Context: an optimization exercise on an open-source flow, tuned for small area, a short achievable clock period and few clock cycles. The choices shown serve that exercise and are no tape-out recipe.
Where RTL was checked, it was by simulation tests only, not by an equivalence proof against the original.
Power figures rest on the tool's default switching activity, not on a simulated workload.

==> inputs of branch onyx <==
## gas_chamber_switch_controller
module gas_chamber_switch_controller (
  input  wire logic        clk_i,
  input  wire logic        rst_ni,
  input  wire logic        cfg_we_i,
  input  wire logic [2:0]  cfg_idx_i,
  input  wire logic [31:0] cfg_data_i,
  input  wire logic        in_valid_i,
  output logic             in_ready_o,
  input  wire logic        in_command_i,
  input  wire logic [2:0]  in_chamber_index_i,
  input  wire logic [3:0]  in_sensor_slot_i,
  input  wire logic [15:0] in_sensor_type_i,
  input  wire logic [15:0] in_voltage_i,
  input  wire logic        in_chamber_active_i,
  input  wire logic        in_last_reading_i,
  input  wire logic [31:0] in_now_ms_i,
  output logic             out_valid_o,
  input  wire logic        out_ready_i,
  output logic [2:0]       out_active_chamber_o,
  output logic             out_active_found_o,
  output logic [15:0]      out_monitored_average_o,
  output logic             out_send_command_o,
  output logic [3:0]       out_chamber_command_o
);
make LEC_CHECK=0 CAP_MARGIN=20 CORE_MARGIN=2 CORE_UTILIZATION=40 CTS_CLUSTER_DIAMETER=75 CTS_CLUSTER_SIZE=33 SETUP_SLACK_MARGIN=4.8 SLEW_MARGIN=20 finish   # period 8.0 ns
run.sh (not shown) runs the stock make flow with config.mk's settings and CLKGATE_MAP_FILE= SYNTH_SCRIPT=/design/flow/synth_recipe.tcl, a recipe that flattens the netlist after the stock synthesis.
==> inputs of branch amber, as changes to branch onyx <==
--- a/flow/design.v
+++ b/flow/design.v
@@ -144,14 +144,12 @@
   logic [1:0]  ncm1_q;    
   logic [2:0]  nsm1_q;    
   logic        mt0_q;     
   logic [3:0]  ns;
   logic [4:0]  ns3;
-  always_ff @(posedge clk_i) begin
-    ns  <= {1'b0, nsm1_q} + 4'd1;
-    ns3 <= 5'({1'b0, nsm1_q} + 4'd1) + {({1'b0, nsm1_q} + 4'd1), 1'b0};
-  end
+  assign ns  = {1'b0, nsm1_q} + 4'd1;
+  assign ns3 = 5'(ns) + {ns, 1'b0};
   always_ff @(posedge clk_i or negedge rst_ni) begin
     if (!rst_ni) begin
       mode_q    <= gcs_pkg::MODE_NONE;
       mtype_q   <= '0;
       mt0_q     <= 1'b1;
@@ -200,12 +198,11 @@
       ir_act  <= in_chamber_active_i;
       ir_last <= in_last_reading_i;
       ir_now  <= in_now_ms_i;
     end
   end
-  assign in_ready_o = rdo_q;
-  always_ff @(posedge clk_i) rdy_q <= rst_ni && (!irv_n || !(haz_n || evb_n));
+  assign in_ready_o = rdy_q;
   est_e        st_q, st_d;
   logic        scan_q, scan_d;      
   logic [2:0]  sj_q, sj_d;
   logic [3:0]  flags_q;
   logic        cmd_q;               
@@ -220,16 +217,12 @@
   logic [15:0] m_q [4];             
   logic        fmf_q;
   logic [15:0] fmv_q;
   logic [2:0]  dc_q;                
   logic        tia_q, dual_q, umean_q;
-  logic [15:0] rd_q;                
-  logic        fmp_q, ad1w_q;       
-  logic [1:0]  oac_q;               
-  logic        rdo_q;               
-  logic        rfull_q, pfull_q;    
-  logic        fixr1_q, fixr2_q, fixp1_q, fixp2_q;
+  logic [15:0] rd_q;
+  logic [19:0] rbase_q, pbase_q;    
   logic        gtp_q;
   logic [16:0] s17_q;
   logic [1:0]  c_q, best_q, vc_q;
   logic [15:0] vq_q;
   logic        vv_q, swr_q;          
@@ -245,11 +238,11 @@
   logic [19:0] rsum_q, psum_q;
   logic [15:0] peak_q, cur_q;
   logic [31:0] last_q;
   logic        ov_q, ov_d, fin;
   assign out_valid_o             = ov_q;
-  assign out_active_chamber_o    = {1'b0, oac_q};
+  assign out_active_chamber_o    = {1'b0, ac_q};
   assign out_active_found_o      = found_q;
   assign out_monitored_average_o = cur_q;
   assign out_send_command_o      = send_q;
   assign out_chamber_command_o   = code_q;
   logic        ir_wr, ir_eval, consume, start;
@@ -296,36 +289,17 @@
     .last_o     (wd_last),
     .quotient_o (wd_quo)
   );
   logic [3:0]  sm_q;                
   logic [15:0] sv_q [4];
-  logic        s2_q, s2f_q, s2last_q;
-  logic        fold_q, mdiv_q, push_r_q, push_p_q;
+  logic        s2_q, s2last_q;
   always_ff @(posedge clk_i or negedge rst_ni) begin
     if (!rst_ni) begin
       s2_q     <= 1'b0;
-      s2f_q    <= 1'b0;
-      fold_q   <= 1'b0;
-      mdiv_q   <= 1'b0;
-      push_r_q <= 1'b0;
-      push_p_q <= 1'b0;
-      fixr1_q  <= 1'b0;
-      fixr2_q  <= 1'b0;
-      fixp1_q  <= 1'b0;
-      fixp2_q  <= 1'b0;
       s2last_q <= 1'b0;
     end else begin
       s2_q     <= scan_q;
-      s2f_q    <= scan_q && (sj_q == 3'd0);
-      fold_q   <= (st_d == E_FOLD);
-      mdiv_q   <= (st_d == E_MDIV);
-      push_r_q <= push_r;
-      push_p_q <= push_p;
-      fixr1_q  <= push_r_q;
-      fixr2_q  <= fixr1_q;
-      fixp1_q  <= push_p_q;
-      fixp2_q  <= fixp1_q;
       s2last_q <= scan_q && (sj_q == nsm1_q);
     end
   end
   always_ff @(posedge clk_i) begin
     for (int c = 0; c < 4; c++) begin
@@ -335,14 +309,14 @@
   end
   logic        tia_now;
   assign tia_now = !mt0_q && (fmf_q || sm_q[ac_q]);
   logic        push_r, push_p, do_send;
   logic [19:0] newsum_r, newsum_p;
-  logic        rd_ok;
-  assign newsum_r = rsum_q + 20'(rd_q);
-  assign rd_ok    = tia_q ? fmp_q : ad1w_q;
-  assign newsum_p = psum_q + 20'(rd_q);
+  logic [15:0] rd_c;
+  assign rd_c     = tia_q ? fmv_q : slo_q[ac_q];
+  assign newsum_r = rbase_q + 20'(rd_c);
+  assign newsum_p = pbase_q + 20'(rd_q);
   always_comb begin
     st_d     = st_q;
     scan_d   = scan_q;
     sj_d     = sj_q;
     push_r   = 1'b0;
@@ -379,11 +353,11 @@
       E_FOLD: st_d = E_MDIV;
       E_MDIV: begin
         if (dc_q == 3'd7) st_d = E_AD1;
       end
       E_AD1: begin
-        if (!wd_busy && (rd_ok || cmd_q || (dual_q && ac_q == 2'd0))) begin
+        if (!wd_busy) begin
           if (cmd_q || (dual_q && ac_q == 2'd0)) begin
             st_d = E_SWW;
           end else begin
             push_r   = 1'b1;
             wd_start = 1'b1;
@@ -437,11 +411,11 @@
     haz_n  = wr_n && scan_d && (slot_n[2:0] > sj_d) && (slot_n[2:0] <= nsm1_q);
     evb_n  = (cmd_n || last_n) && ((st_d != E_IDLE) || ov_d);
   end
   always_ff @(posedge clk_i or negedge rst_ni) begin
     if (!rst_ni) begin
-      rdo_q     <= 1'b0;
+      rdy_q     <= 1'b0;
       cons_q    <= 1'b0;
       irv_q     <= 1'b0;
       st_q      <= E_IDLE;
       scan_q    <= 1'b0;
       sj_q      <= '0;
@@ -460,11 +434,11 @@
     end else begin
       if (st_q == E_AD1 && st_d != E_AD1) swr_q <= 1'b1;
       else if (c_q == ncm1_q)             swr_q <= 1'b0;
       if (start && st_d == E_SCAN)                   cache_q <= 1'b1;
       else if ((consume && !ir_cmd) || cfg_we_i)     cache_q <= 1'b0;
-      rdo_q   <= !irv_n || !(haz_n || evb_n);
+      rdy_q   <= !irv_n || !(haz_n || evb_n);
       cons_q  <= !(haz_n || evb_n);
       irv_q   <= irv_n;
       st_q    <= st_d;
       scan_q  <= scan_d;
       sj_q    <= sj_d;
@@ -473,17 +447,15 @@
       if (wd_start) wd_dest_q <= wd_dest;
       if (wd_last) begin
         if (wd_dest_q) peak_q <= wd_quo;
         else           cur_q  <= wd_quo;
       end
-      if (fixr2_q) rsum_q <= rsum_q - (rfull_q ? 20'(rwin_q[9]) : 20'd0);
-      if (fixp2_q) psum_q <= psum_q - (pfull_q ? 20'(pwin_q[9]) : 20'd0);
-      if (push_r_q) begin
+      if (push_r) begin
         rsum_q <= newsum_r;
         if (rcnt_q != 4'd10) rcnt_q <= rcnt_q + 4'd1;
       end
-      if (push_p_q) begin
+      if (push_p) begin
         psum_q <= newsum_p;
         if (pcnt_q != 4'd10) pcnt_q <= pcnt_q + 4'd1;
       end
       if (do_send) begin
         last_q <= now_q;
@@ -493,86 +465,62 @@
       end
       if (st_q == E_PER && el_q) last_q <= now_q;
     end
   end
   always_ff @(posedge clk_i) begin
-    if (push_r_q) begin
-      rwin_q[0] <= rd_q;
+    if (push_r) begin
+      rwin_q[0] <= rd_c;
       for (int i = 1; i < 10; i++) rwin_q[i] <= rwin_q[i-1];
     end
-    if (push_p_q) begin
+    if (push_p) begin
       pwin_q[0] <= rd_q;
       for (int i = 1; i < 10; i++) pwin_q[i] <= pwin_q[i-1];
     end
-    rfull_q <= (rcnt_q == 4'd10);
-    pfull_q <= (pcnt_q == 4'd10);
-  end
-  always_ff @(posedge clk_i or negedge rst_ni) begin
-    if (!rst_ni) begin
-      oac_q   <= '0;
-      found_q <= 1'b0;
-      send_q  <= 1'b0;
-      code_q  <= 4'd0;
-    end else begin
-      if (start) begin
-        oac_q   <= det_ac;
-        found_q <= det_found;
-        send_q  <= !ir_cmd && (mode_q == gcs_pkg::MODE_ALL_OPEN);
-        code_q  <= (!ir_cmd && (mode_q == gcs_pkg::MODE_ALL_OPEN)) ? gcs_pkg::ALL_OPEN_CODE : 4'd0;
-      end
-      if (do_send) begin
-        send_q <= 1'b1;
-        code_q <= {2'b00, best_q} + (dual_q ? gcs_pkg::DUAL_OFFSET : 4'd0);
-      end
-      if (st_q == E_PER && el_q) begin
-        send_q <= 1'b1;
-        code_q <= (ac_q == ncm1_q) ? 4'd0 : {2'b00, ac_q} + 4'd1;
-      end
-    end
+    rbase_q <= rsum_q - ((rcnt_q == 4'd10) ? 20'(rwin_q[9]) : 20'd0);
+    pbase_q <= psum_q - ((pcnt_q == 4'd10) ? 20'(pwin_q[9]) : 20'd0);
   end
   always_ff @(posedge clk_i) begin
     dms_q <= now_q - last_q;
-    rd_q   <= (!mt0_q && fmf_q) ? fmv_q : slo_q[ac_q];
-    fmp_q  <= fmf_q;
-    ad1w_q <= (st_q == E_AD1);
     el_q  <= dms_q > min_ms_q;
     if (start) begin
       cmd_q    <= ir_cmd;
       now_q    <= ir_now;
       ac_q     <= det_ac;
+      found_q  <= det_found;
       fmf_q    <= 1'b0;
+      send_q   <= 1'b0;
+      code_q   <= 4'd0;
       dual_q   <= !ir_cmd && (mode_q == gcs_pkg::MODE_DUAL);
+      if (!ir_cmd && mode_q == gcs_pkg::MODE_ALL_OPEN) begin
+        send_q <= 1'b1;
+        code_q <= gcs_pkg::ALL_OPEN_CODE;
+      end
     end
-    if (s2f_q) begin
+    if (start && st_d == E_SCAN) begin
+      dc_q <= '0;
+      cy_q <= '0;
       for (int c = 0; c < 4; c++) begin
-        slo_q[c] <= sv_q[c];
-        cy_q[c]  <= 1'b0;
+        slo_q[c] <= '0;
         shi_q[c] <= '0;
-        m_q[c]   <= sm_q[c] ? sv_q[c] : 16'hFFFF;
+        m_q[c]   <= 16'hFFFF;
       end
-    end else if (s2_q || fold_q) begin
+    end
+    if (s2_q || st_q == E_FOLD) begin
       for (int c = 0; c < 4; c++) begin
         logic [16:0] t;
-        t = 17'(slo_q[c]) + 17'(sv_q[c]);
-        if (s2_q) begin
-          slo_q[c] <= t[15:0];
-          cy_q[c]  <= t[16];
-        end else begin
-          cy_q[c]  <= 1'b0;
-        end
+        t = 17'(slo_q[c]) + 17'(s2_q ? sv_q[c] : 16'd0);
+        slo_q[c] <= t[15:0];
+        cy_q[c]  <= t[16];
         shi_q[c] <= shi_q[c] + 3'(cy_q[c]);
         if (s2_q && sm_q[c] && sv_q[c] < m_q[c]) m_q[c] <= sv_q[c];
       end
-    end
-    if (s2_q) begin
-      if (!fmf_q && sm_q[ac_q]) begin
+      if (s2_q && !fmf_q && sm_q[ac_q]) begin
         fmf_q <= 1'b1;
         fmv_q <= sv_q[ac_q];
       end
     end
-    if (fold_q) dc_q <= '0;
-    if (mdiv_q) begin
+    if (st_q == E_MDIV) begin
       dc_q <= dc_q + 3'd1;
       for (int c = 0; c < 4; c++) begin
         logic [4:0] r;
         logic [5:0] t1, t2, t3;
         r  = {shi_q[c], slo_q[c][15:14]};
@@ -594,10 +542,11 @@
         end
       end
     end
     if (st_q == E_SCAN && s2last_q) tia_q <= tia_now;
     if (st_q == E_AD1 && st_d != E_AD1) begin
+      rd_q     <= rd_c;
       umean_q  <= mt0_q || (!dual_q && !tia_q);
       c_q      <= dual_q ? 2'd1 : 2'd0;
       best_q   <= dual_q ? 2'd1 : 2'd0;
       minv_q   <= (mt0_q || (!dual_q && !tia_q)) ? 17'h1FFFF : 17'h0FFFF;
     end
@@ -613,8 +562,16 @@
       gtp_q <= cur_q > peak_q;
       s17_q <= 17'(cur_q) + 17'(decay_q);
       gt_q  <= 17'(cur_q) > minv_q;
       dif_q <= 17'(cur_q) - minv_q;
     end
+    if (do_send) begin
+      send_q <= 1'b1;
+      code_q <= {2'b00, best_q} + (dual_q ? gcs_pkg::DUAL_OFFSET : 4'd0);
+    end
+    if (st_q == E_PER && el_q) begin
+      send_q <= 1'b1;
+      code_q <= (ac_q == ncm1_q) ? 4'd0 : {2'b00, ac_q} + 4'd1;
+    end
   end
 endmodule
 `default_nettype wire
- CTS_CLUSTER_DIAMETER: 75 -> default
- CTS_CLUSTER_SIZE: 33 -> default
- SETUP_SLACK_MARGIN: 4.8 -> 4.4
==> inputs of branch violet, as changes to branch onyx <==
--- a/flow/design.v
+++ b/flow/design.v
@@ -144,14 +144,12 @@
   logic [1:0]  ncm1_q;    
   logic [2:0]  nsm1_q;    
   logic        mt0_q;     
   logic [3:0]  ns;
   logic [4:0]  ns3;
-  always_ff @(posedge clk_i) begin
-    ns  <= {1'b0, nsm1_q} + 4'd1;
-    ns3 <= 5'({1'b0, nsm1_q} + 4'd1) + {({1'b0, nsm1_q} + 4'd1), 1'b0};
-  end
+  assign ns  = {1'b0, nsm1_q} + 4'd1;
+  assign ns3 = 5'(ns) + {ns, 1'b0};
   always_ff @(posedge clk_i or negedge rst_ni) begin
     if (!rst_ni) begin
       mode_q    <= gcs_pkg::MODE_NONE;
       mtype_q   <= '0;
       mt0_q     <= 1'b1;
@@ -201,11 +199,10 @@
       ir_last <= in_last_reading_i;
       ir_now  <= in_now_ms_i;
     end
   end
   assign in_ready_o = rdo_q;
-  always_ff @(posedge clk_i) rdy_q <= rst_ni && (!irv_n || !(haz_n || evb_n));
   est_e        st_q, st_d;
   logic        scan_q, scan_d;      
   logic [2:0]  sj_q, sj_d;
   logic [3:0]  flags_q;
   logic        cmd_q;               
@@ -224,12 +221,11 @@
   logic        tia_q, dual_q, umean_q;
   logic [15:0] rd_q;                
   logic        fmp_q, ad1w_q;       
   logic [1:0]  oac_q;               
   logic        rdo_q;               
-  logic        rfull_q, pfull_q;    
-  logic        fixr1_q, fixr2_q, fixp1_q, fixp2_q;
+  logic [19:0] rbase_q, pbase_q;    
   logic        gtp_q;
   logic [16:0] s17_q;
   logic [1:0]  c_q, best_q, vc_q;
   logic [15:0] vq_q;
   logic        vv_q, swr_q;          
@@ -306,26 +302,18 @@
       s2f_q    <= 1'b0;
       fold_q   <= 1'b0;
       mdiv_q   <= 1'b0;
       push_r_q <= 1'b0;
       push_p_q <= 1'b0;
-      fixr1_q  <= 1'b0;
-      fixr2_q  <= 1'b0;
-      fixp1_q  <= 1'b0;
-      fixp2_q  <= 1'b0;
       s2last_q <= 1'b0;
     end else begin
       s2_q     <= scan_q;
       s2f_q    <= scan_q && (sj_q == 3'd0);
       fold_q   <= (st_d == E_FOLD);
       mdiv_q   <= (st_d == E_MDIV);
       push_r_q <= push_r;
       push_p_q <= push_p;
-      fixr1_q  <= push_r_q;
-      fixr2_q  <= fixr1_q;
-      fixp1_q  <= push_p_q;
-      fixp2_q  <= fixp1_q;
       s2last_q <= scan_q && (sj_q == nsm1_q);
     end
   end
   always_ff @(posedge clk_i) begin
     for (int c = 0; c < 4; c++) begin
@@ -336,13 +324,13 @@
   logic        tia_now;
   assign tia_now = !mt0_q && (fmf_q || sm_q[ac_q]);
   logic        push_r, push_p, do_send;
   logic [19:0] newsum_r, newsum_p;
   logic        rd_ok;
-  assign newsum_r = rsum_q + 20'(rd_q);
+  assign newsum_r = rbase_q + 20'(rd_q);
   assign rd_ok    = tia_q ? fmp_q : ad1w_q;
-  assign newsum_p = psum_q + 20'(rd_q);
+  assign newsum_p = pbase_q + 20'(rd_q);
   always_comb begin
     st_d     = st_q;
     scan_d   = scan_q;
     sj_d     = sj_q;
     push_r   = 1'b0;
@@ -437,10 +425,11 @@
     haz_n  = wr_n && scan_d && (slot_n[2:0] > sj_d) && (slot_n[2:0] <= nsm1_q);
     evb_n  = (cmd_n || last_n) && ((st_d != E_IDLE) || ov_d);
   end
   always_ff @(posedge clk_i or negedge rst_ni) begin
     if (!rst_ni) begin
+      rdy_q     <= 1'b0;
       rdo_q     <= 1'b0;
       cons_q    <= 1'b0;
       irv_q     <= 1'b0;
       st_q      <= E_IDLE;
       scan_q    <= 1'b0;
@@ -460,10 +449,11 @@
     end else begin
       if (st_q == E_AD1 && st_d != E_AD1) swr_q <= 1'b1;
       else if (c_q == ncm1_q)             swr_q <= 1'b0;
       if (start && st_d == E_SCAN)                   cache_q <= 1'b1;
       else if ((consume && !ir_cmd) || cfg_we_i)     cache_q <= 1'b0;
+      rdy_q   <= !irv_n || !(haz_n || evb_n);
       rdo_q   <= !irv_n || !(haz_n || evb_n);
       cons_q  <= !(haz_n || evb_n);
       irv_q   <= irv_n;
       st_q    <= st_d;
       scan_q  <= scan_d;
@@ -473,12 +463,10 @@
       if (wd_start) wd_dest_q <= wd_dest;
       if (wd_last) begin
         if (wd_dest_q) peak_q <= wd_quo;
         else           cur_q  <= wd_quo;
       end
-      if (fixr2_q) rsum_q <= rsum_q - (rfull_q ? 20'(rwin_q[9]) : 20'd0);
-      if (fixp2_q) psum_q <= psum_q - (pfull_q ? 20'(pwin_q[9]) : 20'd0);
       if (push_r_q) begin
         rsum_q <= newsum_r;
         if (rcnt_q != 4'd10) rcnt_q <= rcnt_q + 4'd1;
       end
       if (push_p_q) begin
@@ -501,35 +489,12 @@
     end
     if (push_p_q) begin
       pwin_q[0] <= rd_q;
       for (int i = 1; i < 10; i++) pwin_q[i] <= pwin_q[i-1];
     end
-    rfull_q <= (rcnt_q == 4'd10);
-    pfull_q <= (pcnt_q == 4'd10);
-  end
-  always_ff @(posedge clk_i or negedge rst_ni) begin
-    if (!rst_ni) begin
-      oac_q   <= '0;
-      found_q <= 1'b0;
-      send_q  <= 1'b0;
-      code_q  <= 4'd0;
-    end else begin
-      if (start) begin
-        oac_q   <= det_ac;
-        found_q <= det_found;
-        send_q  <= !ir_cmd && (mode_q == gcs_pkg::MODE_ALL_OPEN);
-        code_q  <= (!ir_cmd && (mode_q == gcs_pkg::MODE_ALL_OPEN)) ? gcs_pkg::ALL_OPEN_CODE : 4'd0;
-      end
-      if (do_send) begin
-        send_q <= 1'b1;
-        code_q <= {2'b00, best_q} + (dual_q ? gcs_pkg::DUAL_OFFSET : 4'd0);
-      end
-      if (st_q == E_PER && el_q) begin
-        send_q <= 1'b1;
-        code_q <= (ac_q == ncm1_q) ? 4'd0 : {2'b00, ac_q} + 4'd1;
-      end
-    end
+    rbase_q <= rsum_q - ((rcnt_q == 4'd10) ? 20'(rwin_q[9]) : 20'd0);
+    pbase_q <= psum_q - ((pcnt_q == 4'd10) ? 20'(pwin_q[9]) : 20'd0);
   end
   always_ff @(posedge clk_i) begin
     dms_q <= now_q - last_q;
     rd_q   <= (!mt0_q && fmf_q) ? fmv_q : slo_q[ac_q];
     fmp_q  <= fmf_q;
@@ -537,12 +502,20 @@
     el_q  <= dms_q > min_ms_q;
     if (start) begin
       cmd_q    <= ir_cmd;
       now_q    <= ir_now;
       ac_q     <= det_ac;
+      oac_q    <= det_ac;
+      found_q  <= det_found;
       fmf_q    <= 1'b0;
+      send_q   <= 1'b0;
+      code_q   <= 4'd0;
       dual_q   <= !ir_cmd && (mode_q == gcs_pkg::MODE_DUAL);
+      if (!ir_cmd && mode_q == gcs_pkg::MODE_ALL_OPEN) begin
+        send_q <= 1'b1;
+        code_q <= gcs_pkg::ALL_OPEN_CODE;
+      end
     end
     if (s2f_q) begin
       for (int c = 0; c < 4; c++) begin
         slo_q[c] <= sv_q[c];
         cy_q[c]  <= 1'b0;
@@ -550,17 +523,13 @@
         m_q[c]   <= sm_q[c] ? sv_q[c] : 16'hFFFF;
       end
     end else if (s2_q || fold_q) begin
       for (int c = 0; c < 4; c++) begin
         logic [16:0] t;
-        t = 17'(slo_q[c]) + 17'(sv_q[c]);
-        if (s2_q) begin
-          slo_q[c] <= t[15:0];
-          cy_q[c]  <= t[16];
-        end else begin
-          cy_q[c]  <= 1'b0;
-        end
+        t = 17'(slo_q[c]) + 17'(s2_q ? sv_q[c] : 16'd0);
+        slo_q[c] <= t[15:0];
+        cy_q[c]  <= t[16];
         shi_q[c] <= shi_q[c] + 3'(cy_q[c]);
         if (s2_q && sm_q[c] && sv_q[c] < m_q[c]) m_q[c] <= sv_q[c];
       end
     end
     if (s2_q) begin
@@ -613,8 +582,16 @@
       gtp_q <= cur_q > peak_q;
       s17_q <= 17'(cur_q) + 17'(decay_q);
       gt_q  <= 17'(cur_q) > minv_q;
       dif_q <= 17'(cur_q) - minv_q;
     end
+    if (do_send) begin
+      send_q <= 1'b1;
+      code_q <= {2'b00, best_q} + (dual_q ? gcs_pkg::DUAL_OFFSET : 4'd0);
+    end
+    if (st_q == E_PER && el_q) begin
+      send_q <= 1'b1;
+      code_q <= (ac_q == ncm1_q) ? 4'd0 : {2'b00, ac_q} + 4'd1;
+    end
   end
 endmodule
 `default_nettype wire
- CTS_CLUSTER_DIAMETER: 75 -> default
- CTS_CLUSTER_SIZE: 33 -> default
==> notes <==
In branch amber the utilization is lower than in branch violet, by 0.24 points.
In branch violet the clock power is higher than in branch onyx, by 41%.
Against branch violet, the first-iteration DRC count of branch amber is larger by 0.72%.
Between branch onyx and branch violet, the lower wire length is in branch onyx (gap about 1.7%, measured against branch violet).
Area after synthesis: branch amber is smaller than branch violet (about 0.9%).
The highest power belongs to branch amber, the lowest to branch onyx.
Count of clock-buffer cells in the layout, lowest first: branch onyx, branch amber, branch violet.
Via count, lowest first: branch onyx, branch amber, branch violet.
In branch violet the global-route usage is lower than in branch amber, by 1.3 points.
Combinational power: branch onyx is smaller than branch amber (about 10%).
The lowest worst hold slack belongs to branch amber, the highest to branch violet.
Testbench counts of branch onyx, summed over its fixed seeds: cycles 23,192.
Testbench counts of branch violet, summed over its fixed seeds: cycles 23,192.
The RTL of branch amber was laid out without a check of its function.

==> static timing again, ports no longer ideal <==
How much do the figures lean on ideal ports? The routed layouts below were timed once more, with nothing changed but the port constraints.
Step 1: set_driving_cell puts a clkbuf_16 on clk_i and a buf_2 on each other input, an assumption about the parent block.
Step 2 also shifts input and output timing later by t, the mid clock arrival at the registers, as if the neighbouring blocks saw the same clock.
Slacks: no drivers / after step 1 / after step 2; pairs: no drivers / after step 1.
| run | shift t [ns] | slack for setup (ns) | slew at the worst register clock pin (ns) |
|---|---|---|---|
| branch onyx | 0.877 | 4.863 / 4.792 / 4.055 | 0.12 / 0.12 |
| branch amber | 0.960 | 4.021 / 4.021 / 3.917 | 0.07 / 0.07 |
| branch violet | 0.941 | 4.648 / 4.648 / 4.107 | 0.07 / 0.07 |
After both steps every run listed still meets setup and hold. For branch onyx, which loses most, drivers alone change the setup slack by -0.071 ns; drivers and shift together by -0.808 ns.
